Context: an optimization exercise on an open-source flow, tuned for a short achievable clock period and few clock cycles. The choices shown serve that exercise and are no tape-out recipe. In this exercise RTL edits were held to simulation tests only and were not proved equivalent to the original. Power figures rest on the tool's default switching activity, not on a simulated workload.

==> inputs of build 76 <==
==> flow/design.v (excerpt) <==
module cache_top (
    input  logic                    clk,
    input  logic                    rst_i,
    input  logic                    req_valid_i,
    output logic                    req_ready_o,
    input  logic                    req_we_i,
    input  cache_geom_pkg::sel_t    req_sel_i,
    input  cache_geom_pkg::addr_t   req_addr_i,
    input  cache_geom_pkg::word_t   req_wdata_i,
    output logic                    resp_valid_o,
    output cache_geom_pkg::word_t   resp_rdata_o,
    output logic                    ram_req_valid_o,
    input  logic                    ram_req_ready_i,
    output cache_ctrl_pkg::ram_op_e ram_op_o,
    output cache_geom_pkg::addr_t   ram_addr_o,
    output cache_geom_pkg::word_t   ram_wdata_o,
    input  logic                    ram_resp_valid_i,
    input  cache_geom_pkg::word_t   ram_rdata_i
);
clock: 6.5 ns
lec_check: 0
abc_clock_period_in_ps: 2500
cap_margin: 20
core_margin: 2
core_utilization: 40
setup_slack_margin: 3.8
slew_margin: 20
tns_end_percent: 30
run.sh (not shown) runs the stock make flow with config.mk's settings and CLKGATE_MAP_FILE= SYNTH_SCRIPT=/design/flow/synth_recipe.tcl, a recipe that flattens the netlist after the stock synthesis.
==> trial 91 (differences from build 76) <==
--- a/flow/design.v
+++ b/flow/design.v
@@ -50,93 +50,102 @@
     localparam int DATA_W = cache_geom_pkg::DATA_W;
     localparam int NL     = cache_geom_pkg::NUM_SETS * cache_geom_pkg::NUM_WAYS;
     localparam int WA_W   = cache_geom_pkg::ADDR_W - cache_geom_pkg::OFFSET_W;
     localparam int RQ     = 8;    
     localparam int RR     = 10;   
     localparam int RR_W   = 4;    
     localparam int ID_W   = 4;    
     localparam int OR_MAX = 12;   
-    logic               a_v;
-    logic               a_we;
-    logic [3:0]         a_sel;
-    logic [WA_W-1:0]    a_wa;
-    logic [DATA_W-1:0]  a_wd;
+    logic               a_v, s_v;
+    logic               a_we, s_we;
+    logic [3:0]         a_sel, s_sel;
+    logic [WA_W-1:0]    a_wa, s_wa;
+    logic [DATA_W-1:0]  a_wd, s_wd;
     logic               go;
-    logic               ok_q;
     logic               do_miss, do_hit;
-    assign req_ready_o = !a_v || ok_q;
+    assign req_ready_o = !s_v;
     always_ff @(posedge clk) begin
         if (rst_i) begin
             a_v <= 1'b0;
-        end else if (!a_v || go) begin
-            a_v <= req_valid_i;
+            s_v <= 1'b0;
+        end else begin
+            if (!a_v || go) begin
+                a_v <= s_v || req_valid_i;
+                s_v <= 1'b0;
+            end else if (req_valid_i && !s_v) begin
+                s_v <= 1'b1;
+            end
         end
     end
     logic [NL-1:0]                 valid_q, dirty_q, pend_q;
     logic [NL-1:0][TAG_W-1:0]      tag_q;
     logic [NL-1:0][DATA_W-1:0]     data_q;
     logic [NL-1:0][3:0]            wmask_q;
     logic [NL-1:0][ID_W-1:0]       pid_q;
     logic [cache_geom_pkg::NUM_SETS-1:0] lru_q;
     logic [ID_W-1:0] iss_id_q;    
     logic [ID_W-1:0] fil_id_q;    
     logic [ID_W-1:0] ord_q;       
     logic [1:0]        a_idx;
     logic [TAG_W-1:0]  a_tag;
     logic              a_h0, a_h1;    
-    logic              a_vway, a_vdirty;
-    logic [TAG_W-1:0]  a_vtag;
     logic              hit0, hit1, hit, way;
     logic [2:0]        line, vline;
     logic              vdirty;
     logic [NL-1:0]     fill_l;
     assign a_idx = a_wa[1:0];
     assign a_tag = a_wa[WA_W-1:2];
     always_comb begin
         for (int l = 0; l < NL; l++) begin
             fill_l[l] = ram_resp_valid_i && pend_q[l] && (pid_q[l] == fil_id_q);
         end
     end
     assign hit0   = a_h0;
     assign hit1   = a_h1;
     assign hit    = hit0 || hit1;
-    assign way    = hit ? hit1 : a_vway;
+    assign way    = hit ? hit1 : lru_q[a_idx];
     assign line   = {a_idx, way};
-    assign vline  = {a_idx, a_vway};
-    assign vdirty = a_vdirty;
+    assign vline  = {a_idx, lru_q[a_idx]};
+    assign vdirty = valid_q[vline] && dirty_q[vline];
     logic [WA_W-1:0]   n_wa;
     logic [TAG_W-1:0]  n_tag;
     logic [NL-1:0]     n_match;
     logic              n_eq_a;
     logic [NL-1:0]     alloc_l;
-    logic              n_vway;
-    logic [2:0]        n_vline;
-    assign n_wa   = req_addr_i[cache_geom_pkg::ADDR_W-1:cache_geom_pkg::OFFSET_W];
+    assign n_wa   = s_v ? s_wa : req_addr_i[cache_geom_pkg::ADDR_W-1:cache_geom_pkg::OFFSET_W];
     assign n_tag  = n_wa[WA_W-1:2];
     assign n_eq_a = (a_tag == n_tag);
     always_comb begin
         for (int l = 0; l < NL; l++) begin
             alloc_l[l] = do_miss && (line == l[2:0]);
             n_match[l] = alloc_l[l] ? n_eq_a : (valid_q[l] && (tag_q[l] == n_tag));
         end
     end
-    assign n_vway  = (go && a_idx == n_wa[1:0]) ? !way : lru_q[n_wa[1:0]];
-    assign n_vline = {n_wa[1:0], n_vway};
     always_ff @(posedge clk) begin
         if (!a_v || go) begin
             a_h0 <= n_match[{n_wa[1:0], 1'b0}];
             a_h1 <= n_match[{n_wa[1:0], 1'b1}];
-            a_vway   <= n_vway;
-            a_vtag   <= tag_q[n_vline];
-            a_vdirty <= valid_q[n_vline] && dirty_q[n_vline];
-            a_we  <= req_we_i;
-            a_sel <= req_sel_i;
-            a_wa  <= n_wa;
-            a_wd  <= req_wdata_i;
+            if (s_v) begin
+                a_we  <= s_we;
+                a_sel <= s_sel;
+                a_wa  <= s_wa;
+                a_wd  <= s_wd;
+            end else begin
+                a_we  <= req_we_i;
+                a_sel <= req_sel_i;
+                a_wa  <= req_addr_i[cache_geom_pkg::ADDR_W-1:cache_geom_pkg::OFFSET_W];
+                a_wd  <= req_wdata_i;
+            end
+        end
+        if (!s_v) begin
+            s_we  <= req_we_i;
+            s_sel <= req_sel_i;
+            s_wa  <= req_addr_i[cache_geom_pkg::ADDR_W-1:cache_geom_pkg::OFFSET_W];
+            s_wd  <= req_wdata_i;
         end
     end
     logic [RQ-1:0]              qv, qw;
     logic [RQ-1:0]              qop;
     logic [RQ-1:0][WA_W-1:0]    qaddr;
     logic [RQ-1:0][DATA_W-1:0]  qdata;
     logic [RQ-1:0][3:0]         qmask;
     logic [RQ-1:0][ID_W-1:0]    qwid;
@@ -152,16 +161,17 @@
     logic [RR-1:0][3:0]         emask;
     logic [RR-1:0][DATA_W-1:0]  edata;
     logic [RR-1:0]        hp, tp;      
     logic [RR_W:0]        ecnt;
     logic                       resp_valid_q;
     logic [DATA_W-1:0]          resp_rdata_q;
     assign resp_valid_o = resp_valid_q;
     assign resp_rdata_o = resp_rdata_q;
+    logic              ok_q;
     logic              e_pop;
     logic [RR_W:0]     ecnt_n;
     logic [ID_W-1:0]   ord_n;
     assign go     = a_v && ok_q;
     assign ecnt_n = (go == e_pop) ? ecnt : (go ? ecnt + 1'b1 : ecnt - 1'b1);
     assign ord_n  = ord_q + (do_miss ? 1'b1 : 1'b0) - (ram_resp_valid_i ? 1'b1 : 1'b0);
     function automatic logic [DATA_W-1:0] merge(input logic [3:0] keep,
                                                 input logic [DATA_W-1:0] kept,
@@ -236,17 +246,17 @@
     logic [RQ-1:0][DATA_W-1:0] s_data;
     logic [RQ-1:0][3:0]        s_mask;
     logic [RQ-1:0][ID_W-1:0]   s_wid;
     logic [RQ-1:0]       nqv, nqw;
     assign push1   = do_miss;
     assign push2   = do_miss && vdirty;
     assign e2_addr = a_wa;
     assign e1_op   = vdirty;
-    assign e1_addr = vdirty ? {a_vtag, a_idx} : a_wa;
+    assign e1_addr = vdirty ? {tag_q[vline], a_idx} : a_wa;
     assign e1_data = fill_l[vline] ? merge(wmask_q[vline], data_q[vline], ram_rdata_i) : data_q[vline];
     assign e1_w    = vdirty && pend_q[vline] && !fill_l[vline];
     always_comb begin
         for (int i = 0; i < RQ; i++) begin
             if (q_pop) begin
                 sv[i]     = (i + 1 < RQ) ? qv[(i + 1) % RQ] : 1'b0;
                 s_w[i]    = qw[(i + 1) % RQ];
                 s_op[i]   = qop[(i + 1) % RQ];
@@ -338,67 +348,51 @@
                 h_fill  = h_fill | e_fill[i];
                 h_ready = h_ready | (ev[i] && (!ew[i] || e_fill[i]));
                 h_data  = h_data | edata[i];
                 h_mask  = h_mask | emask[i];
             end
         end
     end
     assign e_pop = h_ready;
-    logic              c_v, c_hit, c_we;
-    logic [RR-1:0]     c_tp;
-    logic [2:0]        c_line;
-    logic [ID_W-1:0]   c_wid;
-    always_ff @(posedge clk) begin
-        if (rst_i) begin
-            c_v <= 1'b0;
-        end else begin
-            c_v <= go;
-        end
-        c_hit  <= hit;
-        c_we   <= a_we;
-        c_tp   <= tp;
-        c_line <= line;
-        c_wid  <= iss_id_q;
-    end
     always_comb begin
-        n_data = data_q[c_line];
-        n_mask = wmask_q[c_line];
-        n_wid  = pid_q[c_line];
+        n_data = data_q[line];
+        n_mask = wmask_q[line];
+        n_wid  = pid_q[line];
         n_wait = 1'b0;
-        if (!c_hit) begin
-            n_wid  = c_wid;
+        if (!hit) begin
+            n_wid  = iss_id_q;
             n_mask = 4'b0;
-            n_wait = !c_we;
-        end else if (pend_q[c_line]) begin
-            if (fill_l[c_line]) begin
-                n_data = merge(wmask_q[c_line], data_q[c_line], ram_rdata_i);
+            n_wait = !a_we;
+        end else if (pend_q[line]) begin
+            if (fill_l[line]) begin
+                n_data = merge(wmask_q[line], data_q[line], ram_rdata_i);
             end else begin
-                n_wait = !c_we;
+                n_wait = !a_we;
             end
         end
     end
     always_ff @(posedge clk) begin
         if (rst_i) begin
             ev           <= '0;
             hp           <= RR'(1);
             tp           <= RR'(1);
             ecnt         <= '0;
             resp_valid_q <= 1'b0;
         end else begin
             resp_valid_q <= e_pop;
-            ev <= (ev & ~(e_pop ? hp : '0)) | (c_v ? c_tp : '0);
+            ev <= (ev & ~(e_pop ? hp : '0)) | (go ? tp : '0);
             if (e_pop) hp <= {hp[RR-2:0], hp[RR-1]};
             if (go)    tp <= {tp[RR-2:0], tp[RR-1]};
             ecnt <= ecnt_n;
         end
     end
     always_ff @(posedge clk) begin
         for (int i = 0; i < RR; i++) begin
-            if (c_v && c_tp[i]) begin
+            if (go && tp[i]) begin
                 ew[i]    <= n_wait;
                 ewid[i]  <= n_wid;
                 emask[i] <= n_mask;
                 edata[i] <= n_data;
             end else if (e_fill[i]) begin
                 ew[i]    <= 1'b0;
                 edata[i] <= merge(emask[i], edata[i], ram_rdata_i);
             end
CAP_MARGIN = 30   (was 20)
SLEW_MARGIN = 30   (was 20)
TNS_END_PERCENT = not set   (was 30)
==> build 27 (differences from build 76) <==
--- a/flow/design.v
+++ b/flow/design.v
@@ -50,93 +50,102 @@
     localparam int DATA_W = cache_geom_pkg::DATA_W;
     localparam int NL     = cache_geom_pkg::NUM_SETS * cache_geom_pkg::NUM_WAYS;
     localparam int WA_W   = cache_geom_pkg::ADDR_W - cache_geom_pkg::OFFSET_W;
     localparam int RQ     = 8;    
     localparam int RR     = 10;   
     localparam int RR_W   = 4;    
     localparam int ID_W   = 4;    
     localparam int OR_MAX = 12;   
-    logic               a_v;
-    logic               a_we;
-    logic [3:0]         a_sel;
-    logic [WA_W-1:0]    a_wa;
-    logic [DATA_W-1:0]  a_wd;
+    logic               a_v, s_v;
+    logic               a_we, s_we;
+    logic [3:0]         a_sel, s_sel;
+    logic [WA_W-1:0]    a_wa, s_wa;
+    logic [DATA_W-1:0]  a_wd, s_wd;
     logic               go;
-    logic               ok_q;
     logic               do_miss, do_hit;
-    assign req_ready_o = !a_v || ok_q;
+    assign req_ready_o = !s_v;
     always_ff @(posedge clk) begin
         if (rst_i) begin
             a_v <= 1'b0;
-        end else if (!a_v || go) begin
-            a_v <= req_valid_i;
+            s_v <= 1'b0;
+        end else begin
+            if (!a_v || go) begin
+                a_v <= s_v || req_valid_i;
+                s_v <= 1'b0;
+            end else if (req_valid_i && !s_v) begin
+                s_v <= 1'b1;
+            end
         end
     end
     logic [NL-1:0]                 valid_q, dirty_q, pend_q;
     logic [NL-1:0][TAG_W-1:0]      tag_q;
     logic [NL-1:0][DATA_W-1:0]     data_q;
     logic [NL-1:0][3:0]            wmask_q;
     logic [NL-1:0][ID_W-1:0]       pid_q;
     logic [cache_geom_pkg::NUM_SETS-1:0] lru_q;
     logic [ID_W-1:0] iss_id_q;    
     logic [ID_W-1:0] fil_id_q;    
     logic [ID_W-1:0] ord_q;       
     logic [1:0]        a_idx;
     logic [TAG_W-1:0]  a_tag;
     logic              a_h0, a_h1;    
-    logic              a_vway, a_vdirty;
-    logic [TAG_W-1:0]  a_vtag;
     logic              hit0, hit1, hit, way;
     logic [2:0]        line, vline;
     logic              vdirty;
     logic [NL-1:0]     fill_l;
     assign a_idx = a_wa[1:0];
     assign a_tag = a_wa[WA_W-1:2];
     always_comb begin
         for (int l = 0; l < NL; l++) begin
             fill_l[l] = ram_resp_valid_i && pend_q[l] && (pid_q[l] == fil_id_q);
         end
     end
     assign hit0   = a_h0;
     assign hit1   = a_h1;
     assign hit    = hit0 || hit1;
-    assign way    = hit ? hit1 : a_vway;
+    assign way    = hit ? hit1 : lru_q[a_idx];
     assign line   = {a_idx, way};
-    assign vline  = {a_idx, a_vway};
-    assign vdirty = a_vdirty;
+    assign vline  = {a_idx, lru_q[a_idx]};
+    assign vdirty = valid_q[vline] && dirty_q[vline];
     logic [WA_W-1:0]   n_wa;
     logic [TAG_W-1:0]  n_tag;
     logic [NL-1:0]     n_match;
     logic              n_eq_a;
     logic [NL-1:0]     alloc_l;
-    logic              n_vway;
-    logic [2:0]        n_vline;
-    assign n_wa   = req_addr_i[cache_geom_pkg::ADDR_W-1:cache_geom_pkg::OFFSET_W];
+    assign n_wa   = s_v ? s_wa : req_addr_i[cache_geom_pkg::ADDR_W-1:cache_geom_pkg::OFFSET_W];
     assign n_tag  = n_wa[WA_W-1:2];
     assign n_eq_a = (a_tag == n_tag);
     always_comb begin
         for (int l = 0; l < NL; l++) begin
             alloc_l[l] = do_miss && (line == l[2:0]);
             n_match[l] = alloc_l[l] ? n_eq_a : (valid_q[l] && (tag_q[l] == n_tag));
         end
     end
-    assign n_vway  = (go && a_idx == n_wa[1:0]) ? !way : lru_q[n_wa[1:0]];
-    assign n_vline = {n_wa[1:0], n_vway};
     always_ff @(posedge clk) begin
         if (!a_v || go) begin
             a_h0 <= n_match[{n_wa[1:0], 1'b0}];
             a_h1 <= n_match[{n_wa[1:0], 1'b1}];
-            a_vway   <= n_vway;
-            a_vtag   <= tag_q[n_vline];
-            a_vdirty <= valid_q[n_vline] && dirty_q[n_vline];
-            a_we  <= req_we_i;
-            a_sel <= req_sel_i;
-            a_wa  <= n_wa;
-            a_wd  <= req_wdata_i;
+            if (s_v) begin
+                a_we  <= s_we;
+                a_sel <= s_sel;
+                a_wa  <= s_wa;
+                a_wd  <= s_wd;
+            end else begin
+                a_we  <= req_we_i;
+                a_sel <= req_sel_i;
+                a_wa  <= req_addr_i[cache_geom_pkg::ADDR_W-1:cache_geom_pkg::OFFSET_W];
+                a_wd  <= req_wdata_i;
+            end
+        end
+        if (!s_v) begin
+            s_we  <= req_we_i;
+            s_sel <= req_sel_i;
+            s_wa  <= req_addr_i[cache_geom_pkg::ADDR_W-1:cache_geom_pkg::OFFSET_W];
+            s_wd  <= req_wdata_i;
         end
     end
     logic [RQ-1:0]              qv, qw;
     logic [RQ-1:0]              qop;
     logic [RQ-1:0][WA_W-1:0]    qaddr;
     logic [RQ-1:0][DATA_W-1:0]  qdata;
     logic [RQ-1:0][3:0]         qmask;
     logic [RQ-1:0][ID_W-1:0]    qwid;
@@ -152,16 +161,17 @@
     logic [RR-1:0][3:0]         emask;
     logic [RR-1:0][DATA_W-1:0]  edata;
     logic [RR-1:0]        hp, tp;      
     logic [RR_W:0]        ecnt;
     logic                       resp_valid_q;
     logic [DATA_W-1:0]          resp_rdata_q;
     assign resp_valid_o = resp_valid_q;
     assign resp_rdata_o = resp_rdata_q;
+    logic              ok_q;
     logic              e_pop;
     logic [RR_W:0]     ecnt_n;
     logic [ID_W-1:0]   ord_n;
     assign go     = a_v && ok_q;
     assign ecnt_n = (go == e_pop) ? ecnt : (go ? ecnt + 1'b1 : ecnt - 1'b1);
     assign ord_n  = ord_q + (do_miss ? 1'b1 : 1'b0) - (ram_resp_valid_i ? 1'b1 : 1'b0);
     function automatic logic [DATA_W-1:0] merge(input logic [3:0] keep,
                                                 input logic [DATA_W-1:0] kept,
@@ -236,17 +246,17 @@
     logic [RQ-1:0][DATA_W-1:0] s_data;
     logic [RQ-1:0][3:0]        s_mask;
     logic [RQ-1:0][ID_W-1:0]   s_wid;
     logic [RQ-1:0]       nqv, nqw;
     assign push1   = do_miss;
     assign push2   = do_miss && vdirty;
     assign e2_addr = a_wa;
     assign e1_op   = vdirty;
-    assign e1_addr = vdirty ? {a_vtag, a_idx} : a_wa;
+    assign e1_addr = vdirty ? {tag_q[vline], a_idx} : a_wa;
     assign e1_data = fill_l[vline] ? merge(wmask_q[vline], data_q[vline], ram_rdata_i) : data_q[vline];
     assign e1_w    = vdirty && pend_q[vline] && !fill_l[vline];
     always_comb begin
         for (int i = 0; i < RQ; i++) begin
             if (q_pop) begin
                 sv[i]     = (i + 1 < RQ) ? qv[(i + 1) % RQ] : 1'b0;
                 s_w[i]    = qw[(i + 1) % RQ];
                 s_op[i]   = qop[(i + 1) % RQ];
@@ -338,67 +348,51 @@
                 h_fill  = h_fill | e_fill[i];
                 h_ready = h_ready | (ev[i] && (!ew[i] || e_fill[i]));
                 h_data  = h_data | edata[i];
                 h_mask  = h_mask | emask[i];
             end
         end
     end
     assign e_pop = h_ready;
-    logic              c_v, c_hit, c_we;
-    logic [RR-1:0]     c_tp;
-    logic [2:0]        c_line;
-    logic [ID_W-1:0]   c_wid;
-    always_ff @(posedge clk) begin
-        if (rst_i) begin
-            c_v <= 1'b0;
-        end else begin
-            c_v <= go;
-        end
-        c_hit  <= hit;
-        c_we   <= a_we;
-        c_tp   <= tp;
-        c_line <= line;
-        c_wid  <= iss_id_q;
-    end
     always_comb begin
-        n_data = data_q[c_line];
-        n_mask = wmask_q[c_line];
-        n_wid  = pid_q[c_line];
+        n_data = data_q[line];
+        n_mask = wmask_q[line];
+        n_wid  = pid_q[line];
         n_wait = 1'b0;
-        if (!c_hit) begin
-            n_wid  = c_wid;
+        if (!hit) begin
+            n_wid  = iss_id_q;
             n_mask = 4'b0;
-            n_wait = !c_we;
-        end else if (pend_q[c_line]) begin
-            if (fill_l[c_line]) begin
-                n_data = merge(wmask_q[c_line], data_q[c_line], ram_rdata_i);
+            n_wait = !a_we;
+        end else if (pend_q[line]) begin
+            if (fill_l[line]) begin
+                n_data = merge(wmask_q[line], data_q[line], ram_rdata_i);
             end else begin
-                n_wait = !c_we;
+                n_wait = !a_we;
             end
         end
     end
     always_ff @(posedge clk) begin
         if (rst_i) begin
             ev           <= '0;
             hp           <= RR'(1);
             tp           <= RR'(1);
             ecnt         <= '0;
             resp_valid_q <= 1'b0;
         end else begin
             resp_valid_q <= e_pop;
-            ev <= (ev & ~(e_pop ? hp : '0)) | (c_v ? c_tp : '0);
+            ev <= (ev & ~(e_pop ? hp : '0)) | (go ? tp : '0);
             if (e_pop) hp <= {hp[RR-2:0], hp[RR-1]};
             if (go)    tp <= {tp[RR-2:0], tp[RR-1]};
             ecnt <= ecnt_n;
         end
     end
     always_ff @(posedge clk) begin
         for (int i = 0; i < RR; i++) begin
-            if (c_v && c_tp[i]) begin
+            if (go && tp[i]) begin
                 ew[i]    <= n_wait;
                 ewid[i]  <= n_wid;
                 emask[i] <= n_mask;
                 edata[i] <= n_data;
             end else if (e_fill[i]) begin
                 ew[i]    <= 1'b0;
                 edata[i] <= merge(emask[i], edata[i], ram_rdata_i);
             end
TNS_END_PERCENT = not set   (was 30)
==> comparison <==
Critical path depth: build 27 > trial 91 > build 76. Maximum frequency: build 27 is lower than trial 91 (about 0.9%). Trial 91 ran to the end with violations: capacitance limit, slew limit. Build 76 passed the timing, DRC and antenna checks. Build 27 went through all stages and came out clean. Of trial 91 and build 76, trial 91 has the higher clock power (gap about 5%, measured against build 76). Global-route usage: build 76 < trial 91 < build 27. Combinational power: build 27 > trial 91 > build 76.
Testbench counts of build 76, summed over its fixed seeds: cycles 24,252.
Testbench counts of trial 91, summed over its fixed seeds: cycles 24,252.
Testbench counts of build 27, summed over its fixed seeds: cycles 24,252.

[re-timing with driven ports]
No port has a modelled driver above. Below, the same layouts with a new extraction and two added sets of constraints.
Step 1 assumes that a clkbuf_16 drives the clock port and a buf_2 every other input.
Step 2, shift: input delay + t, output delay - t, t = (earliest + latest rising clock arrival at the registers) / 2. This alone moves slack from input paths to output paths.
Three values: ideal ports, drivers, drivers and shift; two values: the first two.
| run | shift t [ns] | setup WS [ns] | worst setup path at the end | clock arrival spread, ns | slew at the worst register clock pin (ns) |
|---|---|---|---|---|---|
| build 76 | 0.956 | 3.354 / 3.222 / 2.267 | input to register | 0.064 / 0.063 | 0.07 / 0.07 |
| trial 91 | 0.942 | 3.148 / 3.148 / 2.472 | input to register | 0.074 / 0.074 | 0.07 / 0.07 |
| build 27 | 0.959 | 3.116 / 3.116 / 2.403 | input to register | 0.072 / 0.073 | 0.07 / 0.07 |
For build 76, which loses most, drivers alone change the setup slack by -0.132 ns; drivers and shift together by -1.087 ns.
